From an optimization exercise on the open Yosys and OpenROAD flow, aimed at small area, a short achievable clock period and few clock cycles per item; shortcuts taken in it are not production practice.
RTL that was checked went through simulation tests only; none was proved equivalent to the original.

==> flow/design.v (excerpt) <==
module yuvToRgb (
	input logic Clock,
	input logic resetn,
	input logic start,
	input logic [15:0] readData,
	output logic done,
	output logic [17:0] sramAddress,
	output logic [15:0] sramWriteData,
	output logic sramWeN
);
Size in the first run: ~1800 cells after synthesis, roughly 0.022 mm^2 of cells after synthesis.
clock: 12.0 ns
lec_check: 0
cap_margin: 20
core_margin: 2
core_utilization: 40
cts_cluster_diameter: 100
cts_cluster_size: 25
setup_slack_margin: 5
slew_margin: 20
synth_hierarchical: 1
synth_minimum_keep_size: 0
standard.sh (not shown) runs the stock make flow with config.mk's settings and CLKGATE_MAP_FILE= SYNTH_SCRIPT=/design/flow/synth_recipe.tcl, a recipe that flattens the netlist after the stock synthesis.
==> flow/flow/run.sh <==
#!/bin/bash
set -euo pipefail
bash standard.sh SETUP_SLACK_MARGIN=8.5 "BUFFER_PORTS_ARGS=-buffer_cell sky130_fd_sc_hd__buf_2" finish > standard.log 2>&1
Next try:
ABC_CLOCK_PERIOD_IN_PS = 3500   (was unset)
Effect: Clock-buffer cell count is unchanged; setup slack is unchanged; die area stays the same; via count is unchanged; worst hold slack stays the same; routed wire length stays the same; sequential cell count does not change; register-to-register slack is about the same.
No run of this note included a check of the RTL's function; only the layout flow was run.

---

Setup of wip/maple:
yuvToRgb, a different RTL version from the one above (not shown whole).
Size: ~1900 cells after synthesis, roughly 55 I/O pins, roughly 23000 sq um of cells after synthesis.
export LEC_CHECK = 0
export CAP_MARGIN = 20
export CORE_MARGIN = 2
export CORE_UTILIZATION = 40
export CTS_CLUSTER_DIAMETER = 100
export CTS_CLUSTER_SIZE = 30
export SETUP_SLACK_MARGIN = 5
export SLEW_MARGIN = 20
export SYNTH_HIERARCHICAL = 1
export SYNTH_MINIMUM_KEEP_SIZE = 0
create_clock -name core_clock -period 12.0 [get_ports {Clock}]
Scripts as last shown in full above: flow/flow/run.sh
Looking at the reports, wip/maple completed the entire flow and the layout it produced met the timing, design-rule and antenna checks.
Testbench counts of wip/maple, summed over its fixed seeds: cycles 26,144, rows 32.
Input changes introduced in wip/pepper (baseline for comparison: wip/maple):
diff --git a/flow/config.mk b/flow/config.mk
--- a/flow/config.mk
+++ b/flow/config.mk
@@ -9,5 +9,5 @@
 export CORE_MARGIN = 2
-export CORE_UTILIZATION = 40
+export CORE_UTILIZATION = 55
 export CTS_CLUSTER_DIAMETER = 100
-export CTS_CLUSTER_SIZE = 30
+export CTS_CLUSTER_SIZE = 25
 export SETUP_SLACK_MARGIN = 5
Results
- The higher final cell count of wip/maple and wip/pepper is in wip/maple.
- Sequential portion of the cell area: wip/pepper > wip/maple
- Measured slew at the worst slew-check pin, wip/maple and wip/pepper: smaller value in wip/maple
- Clock latency on the worst-skew pair: wip/pepper vs wip/maple, no meaningful difference
#### Input delta (wip/amber over wip/pepper)
diff --git a/flow/config.mk b/flow/config.mk
--- a/flow/config.mk
+++ b/flow/config.mk
@@ -9,5 +9,5 @@
 export CORE_MARGIN = 2
-export CORE_UTILIZATION = 55
-export CTS_CLUSTER_DIAMETER = 100
-export CTS_CLUSTER_SIZE = 25
+export CORE_UTILIZATION = 40
+export CTS_CLUSTER_DIAMETER = 90
+export CTS_CLUSTER_SIZE = 35
 export SETUP_SLACK_MARGIN = 5
==> comparison <==
Comparing global router's overall resource usage for wip/pepper and wip/amber, the bigger number came from wip/pepper. The number of rows in the core area number comes out higher for wip/amber vs wip/pepper. Diff wip/pepper and wip/amber: total met3 wirelength after detailed routing lower in wip/pepper. wip/pepper → wip/amber: fmax dropped 0.0041 GHz; clock-buffer cell count decreased by 21% relative to the old numbers; count of plain and timing-repair buffers in the layout fell 7.9%; number of antenna violations at the first check in global routing moved up. [compare] base=wip/pepper new=wip/amber: final area saw an increase; relative slew slack saw an increase.

---

yuvToRgb, a different RTL version from the one above (not shown whole).
Size in the first run: about 23000 um2 of cells after synthesis.
clock: 12.0 ns
lec_check: 0
abc_area: 1
cap_margin: 20
core_margin: 2
core_utilization: 40
setup_slack_margin: 5
slew_margin: 20
synth_hierarchical: 1
synth_minimum_keep_size: 0
==> flow/flow/run.sh <==
#!/bin/bash
set -euo pipefail
bash standard.sh SETUP_SLACK_MARGIN=8.4 "BUFFER_PORTS_ARGS=-buffer_cell sky130_fd_sc_hd__buf_2" finish > standard.log 2>&1
Testbench counts at the start, summed over its fixed seeds: cycles 26,144, rows 32.
Change:
==> flow/flow/run.sh (replaced) <==
#!/bin/bash
set -euo pipefail
bash standard.sh SETUP_SLACK_MARGIN=8.0 "BUFFER_PORTS_ARGS=-buffer_cell sky130_fd_sc_hd__buf_2" finish > standard.log 2>&1
--- a/flow/config.mk
+++ b/flow/config.mk
@@ -8 +7,0 @@
-export ABC_AREA = 1
@@ -11,0 +11,2 @@
+export CTS_CLUSTER_DIAMETER = 100
+export CTS_CLUSTER_SIZE = 25
Effect:
- The changed run ran to the end with no violations
- register-to-register slack is worse by 390 ps
- setup slack is worse by 260 ps
- final cell count goes down by 15%
- flip-flop and latch count is unchanged
- sequential share of layout area goes up by 2.4 points
- wire length goes down by 5.9%
Change:
==> flow/flow/run.sh (replaced) <==
#!/bin/bash
set -euo pipefail
bash standard.sh SETUP_SLACK_MARGIN=8.4 "BUFFER_PORTS_ARGS=-buffer_cell sky130_fd_sc_hd__buf_2" finish > standard.log 2>&1
--- a/flow/config.mk
+++ b/flow/config.mk
@@ -11,2 +11,2 @@
-export CTS_CLUSTER_DIAMETER = 100
-export CTS_CLUSTER_SIZE = 25
+export CTS_CLUSTER_DIAMETER = 80
+export CTS_CLUSTER_SIZE = 30
The new run completed without violations.
Setup slack is better by 240 ps.
Global-route usage goes up by 0.29 points.
Routed wire length went up by about 1.7%.
Core utilization increases by 1.0 points.
Non-clock buffer count climbs by 28.

==> separate check: timing with driven ports <==
Ports are ideal in the flow. The routed layouts listed here were re-timed in OpenROAD.
Step 1, drivers: a clkbuf_16 drives Clock and a buf_2 each remaining input, both assumed.
Step 2 times the ports against the registers' clock, not the clock port: input delays grow and output delays shrink by t, the midpoint of the rising clock arrivals with the driver on.
Slacks: no drivers / after step 1 / after step 2; pairs: no drivers / after step 1.
run	t, ns	setup WS [ns]	hold slack, ns	latest minus earliest clock arrival (ns)
the first run of note 1	0.612	8.262 / 8.262 / 8.262	0.330 / 0.330 / 0.330	0.046 / 0.046
the second run of note 1	0.612	8.262 / 8.262 / 8.262	0.330 / 0.330 / 0.330	0.046 / 0.046
wip/maple	0.593	8.478 / 8.423 / 8.170	0.342 / 0.342 / 0.342	0.032 / 0.033
wip/pepper	0.605	8.504 / 8.445 / 8.279	0.334 / 0.334 / 0.334	0.025 / 0.025
wip/amber	0.607	8.452 / 8.398 / 8.089	0.346 / 0.346 / 0.346	0.044 / 0.044
the first run of note 3	0.637	8.415 / 8.356 / 8.215	0.325 / 0.325 / 0.325	0.019 / 0.019
the second run of note 3	0.625	8.152 / 8.151 / 8.151	0.330 / 0.330 / 0.330	0.019 / 0.019
the third run of note 3	0.615	8.396 / 8.339 / 8.367	0.336 / 0.336 / 0.336	0.030 / 0.031
After both steps setup and hold are still met in every run listed. For wip/amber, which loses most, drivers alone change the setup slack by -0.054 ns; drivers and shift together by -0.363 ns.
